Context: an optimization exercise on an open-source flow, tuned for a short achievable clock period and few clock cycles. The choices shown serve that exercise and are no tape-out recipe.
Function was checked by simulation only, so behaviour that the tests miss may differ from the original.
Power and IR drop assume default switching activity.

## rv_core_top
module rv_core_top #(
    parameter int MEM_ADDR_BITS = 12
) (
    input  wire                          clk,
    input  wire                          rst_i,
    input  wire                          start_i,
    input  wire  rv_core_pkg::pc_t       start_addr_i,
    output logic [MEM_ADDR_BITS-1:0]     mem_addr_o,
    output logic                         mem_we_o,
    output rv_core_pkg::word_t           mem_wdata_o,
    input  wire  rv_core_pkg::word_t     mem_rdata_i,
    input  wire  rv_core_pkg::reg_addr_t dbg_reg_addr_i,
    input  wire                          dbg_reg_we_i,
    input  wire  rv_core_pkg::word_t     dbg_reg_wdata_i,
    output rv_core_pkg::word_t           dbg_reg_rdata_o,
    output rv_core_pkg::pc_t             peek_pc_o,
    output logic                         processor_paused_o
);
Settings: LEC_CHECK=0, CAP_MARGIN=20, CORE_MARGIN=2, CORE_UTILIZATION=30, PLACE_DENSITY=0.38, SETUP_SLACK_MARGIN=5, SLEW_MARGIN=20; clock period 9.0 ns.
run.sh (not shown) runs the stock make flow with config.mk's settings and CLKGATE_MAP_FILE= SYNTH_SCRIPT=/design/flow/synth_recipe.tcl, a recipe that flattens the netlist after the stock synthesis.
The baseline completed with no timing, DRC or antenna violations.
Testbench counts at the start, summed over its fixed seeds: cycles 17,529.
Change:
--- a/flow/design.v
+++ b/flow/design.v
@@ -256,20 +256,20 @@
     logic                   use_rs1, use_rs2, b_is_imm, writes_rd;
     logic                   is_load, is_store, is_ebreak;
     rv_core_pkg::word_t     imm;
     logic                   d_sub, d_arith;
     logic [7:0]             d_sel;
     rv_core_pkg::word_t     rf1, rf2;
     rv_core_pkg::word_t     rs1_val, rs2_val;
     logic                   stall;
     logic                   issue;
-    assign head       = (count_q == '0) ? mem_rdata_i : q_ir[0];
-    assign head_valid = (count_q != '0) || rf_q;
+    assign head       = q_ir[0];
+    assign head_valid = (count_q != '0);
     rv_decode u_decode (
         .ir_i        (head),
         .rs1_o       (rs1),
         .rs2_o       (rs2),
         .rd_o        (rd),
         .use_rs1_o   (use_rs1),
         .use_rs2_o   (use_rs2),
         .b_is_imm_o  (b_is_imm),
         .imm_o       (imm),
- wire length decreases by 19%
- total power decreases by 20%
- core utilization decreases by 4.8 points
- sequential share of layout area increases by 5.6 points
- clock skew stays flat
- final cell count decreases by 14%
- synthesized cell count decreases by 14%
- hold slack degrades by 19 ps
- final area decreases by 13%
- area after synthesis decreases by 0.67%
- via count decreases by 16%
Testbench counts after the change, summed over its fixed seeds: cycles 17,824.

---

rv_core_top, a different RTL version from the one above (not shown whole).
For scale: about 8,600 cells after synthesis, ~1,900 flip-flops, about 220 I/O pins, ~0.11 mm^2 of cells after synthesis.
==> flow/config.mk <==
export PLATFORM = sky130hd
export DESIGN_NAME = rv_core_top
export DESIGN_NICKNAME = rv_core_top
export VERILOG_FILES = /design/flow/design.v
export SDC_FILE = /design/flow/constraint.sdc
export NUM_CORES = 4
export LEC_CHECK = 0
export CAP_MARGIN = 20
export CORE_MARGIN = 2
export CORE_UTILIZATION = 30
export PLACE_DENSITY = 0.38
export SETUP_SLACK_MARGIN = 5
export SLEW_MARGIN = 20
==> flow/constraint.sdc <==
create_clock -name core_clock -period 9.0 [get_ports {clk}]
set_input_delay 1.8000 -clock core_clock [delete_from_list [all_inputs] [get_ports {clk}]]
set_output_delay 1.8000 -clock core_clock [all_outputs]
set_load 0.01 [all_outputs]
standard.sh (not shown) runs the stock make flow with config.mk's settings and CLKGATE_MAP_FILE= SYNTH_SCRIPT=/design/flow/synth_recipe.tcl, a recipe that flattens the netlist after the stock synthesis.
==> flow/flow/run.sh <==
#!/bin/bash
set -euo pipefail
sed -E 's/SETUP_SLACK_MARGIN=[0-9.]+/SETUP_SLACK_MARGIN=5.6/' standard.sh > standard_margin.sh
grep -q 'SETUP_SLACK_MARGIN=5.6' standard_margin.sh
bash standard_margin.sh finish > orfs_make.log 2>&1
Testbench counts at the start, summed over its fixed seeds: cycles 17,824.
Change:
--- a/flow/design.v
+++ b/flow/design.v
@@ -104,15 +104,14 @@
 endmodule
 `default_nettype wire
 `timescale 1ns/1ps
 `default_nettype none
 module rv_reg_file (
     input  wire                          clk,
     input  wire                          rst_i,
-    input  wire                          paused_i,
     input  wire  rv_core_pkg::reg_addr_t rs1_addr_i,
     input  wire  rv_core_pkg::reg_addr_t rs2_addr_i,
     output rv_core_pkg::word_t           rs1_data_o,
     output rv_core_pkg::word_t           rs2_data_o,
     input  wire  rv_core_pkg::reg_addr_t wa_addr_i,
     input  wire                          wa_we_i,
     input  wire  rv_core_pkg::word_t     wa_data_i,
@@ -121,15 +120,15 @@
 );
     rv_core_pkg::word_t     regs [1:31];
     rv_core_pkg::reg_addr_t port_b_addr;
     logic                   clr_q;
     always_ff @(posedge clk) begin
         clr_q <= rst_i;
     end
-    assign port_b_addr = paused_i ? dbg_reg_addr_i : rs2_addr_i;
+    assign port_b_addr = rs2_addr_i;
     assign rs1_data_o = (rs1_addr_i == '0)  ? '0 : regs[rs1_addr_i];
     assign rs2_data_o = (port_b_addr == '0) ? '0 : regs[port_b_addr];
     always_ff @(posedge clk) begin
         if (clr_q) begin
             for (int i = 1; i < 32; i++) begin
                 regs[i] <= '0;
             end
@@ -139,15 +138,15 @@
     end
     always_ff @(posedge clk) begin
         if (clr_q) begin
             dbg_reg_rdata_o <= '0;
         end else if (wa_we_i && (wa_addr_i == dbg_reg_addr_i) && (dbg_reg_addr_i != '0)) begin
             dbg_reg_rdata_o <= wa_data_i;
         end else begin
-            dbg_reg_rdata_o <= rs2_data_o;
+            dbg_reg_rdata_o <= (dbg_reg_addr_i == '0) ? '0 : regs[dbg_reg_addr_i];
         end
     end
 endmodule
 `default_nettype wire
 `timescale 1ns/1ps
 `default_nettype none
 module rv_alu (
@@ -484,15 +483,14 @@
                 q_ir[i] <= mem_rdata_i;
             end
         end
     end
     rv_reg_file u_reg_file (
         .clk             (clk),
         .rst_i           (rst_i),
-        .paused_i        (paused_q),
         .rs1_addr_i      (rs1),
         .rs2_addr_i      (rs2),
         .rs1_data_o      (rf1),
         .rs2_data_o      (rf2),
         .wa_addr_i       (w_rd_q),
         .wa_we_i         (w_we_q),
         .wa_data_i       (w_q),
Effect:
- core utilization decreases by 2.1 points
- via count decreases by 6.2%
- worst setup slack improves by 0.39 ns
- clock-buffer cell count increases by 13
- routed wire length increases by 2.2%
- clock skew decreases by 0.013 ns
- non-clock buffer count decreases by 312
- design area decreases by about 2.5%
- power decreases by about 2.3%
- die area increases by about 3.2%
- sequential share of layout area increases by 1.2 points
- hold slack improves by 0.0058 ns
- clock power increases by about 5%
- area after synthesis increases by about 3.3%
Testbench counts after the change, summed over its fixed seeds: cycles 17,824.

==> re-timing with driven ports <==
In the flow no input, the clock included, has a driving cell. The finished layouts below were timed again as built, in two steps. Step 1 assumes that a clkbuf_16 drives the clock port and a buf_2 every other input. Step 2 also shifts input and output timing later by t, the mid clock arrival at the registers, as if the neighbouring blocks saw the same clock. a / b / c = ideal / step 1 / step 2; a / b = the first two.
run | shift t [ns] | setup slack, ns | worst setup path after step 2
the first run of note 1 | 1.069 | 4.515 / 4.556 / 3.487 | input to register
the second run of note 1 | 1.060 | 4.897 / 4.913 / 3.881 | input to register
the first run of note 2 | 1.060 | 5.101 / 5.019 / 3.959 | input to register
the second run of note 2 | 1.050 | 5.488 / 5.488 / 4.517 | input to register
After both steps every run listed still meets setup and hold. For the first run of note 2, which loses most, drivers alone change the setup slack by -0.082 ns; drivers and shift together by -1.142 ns.
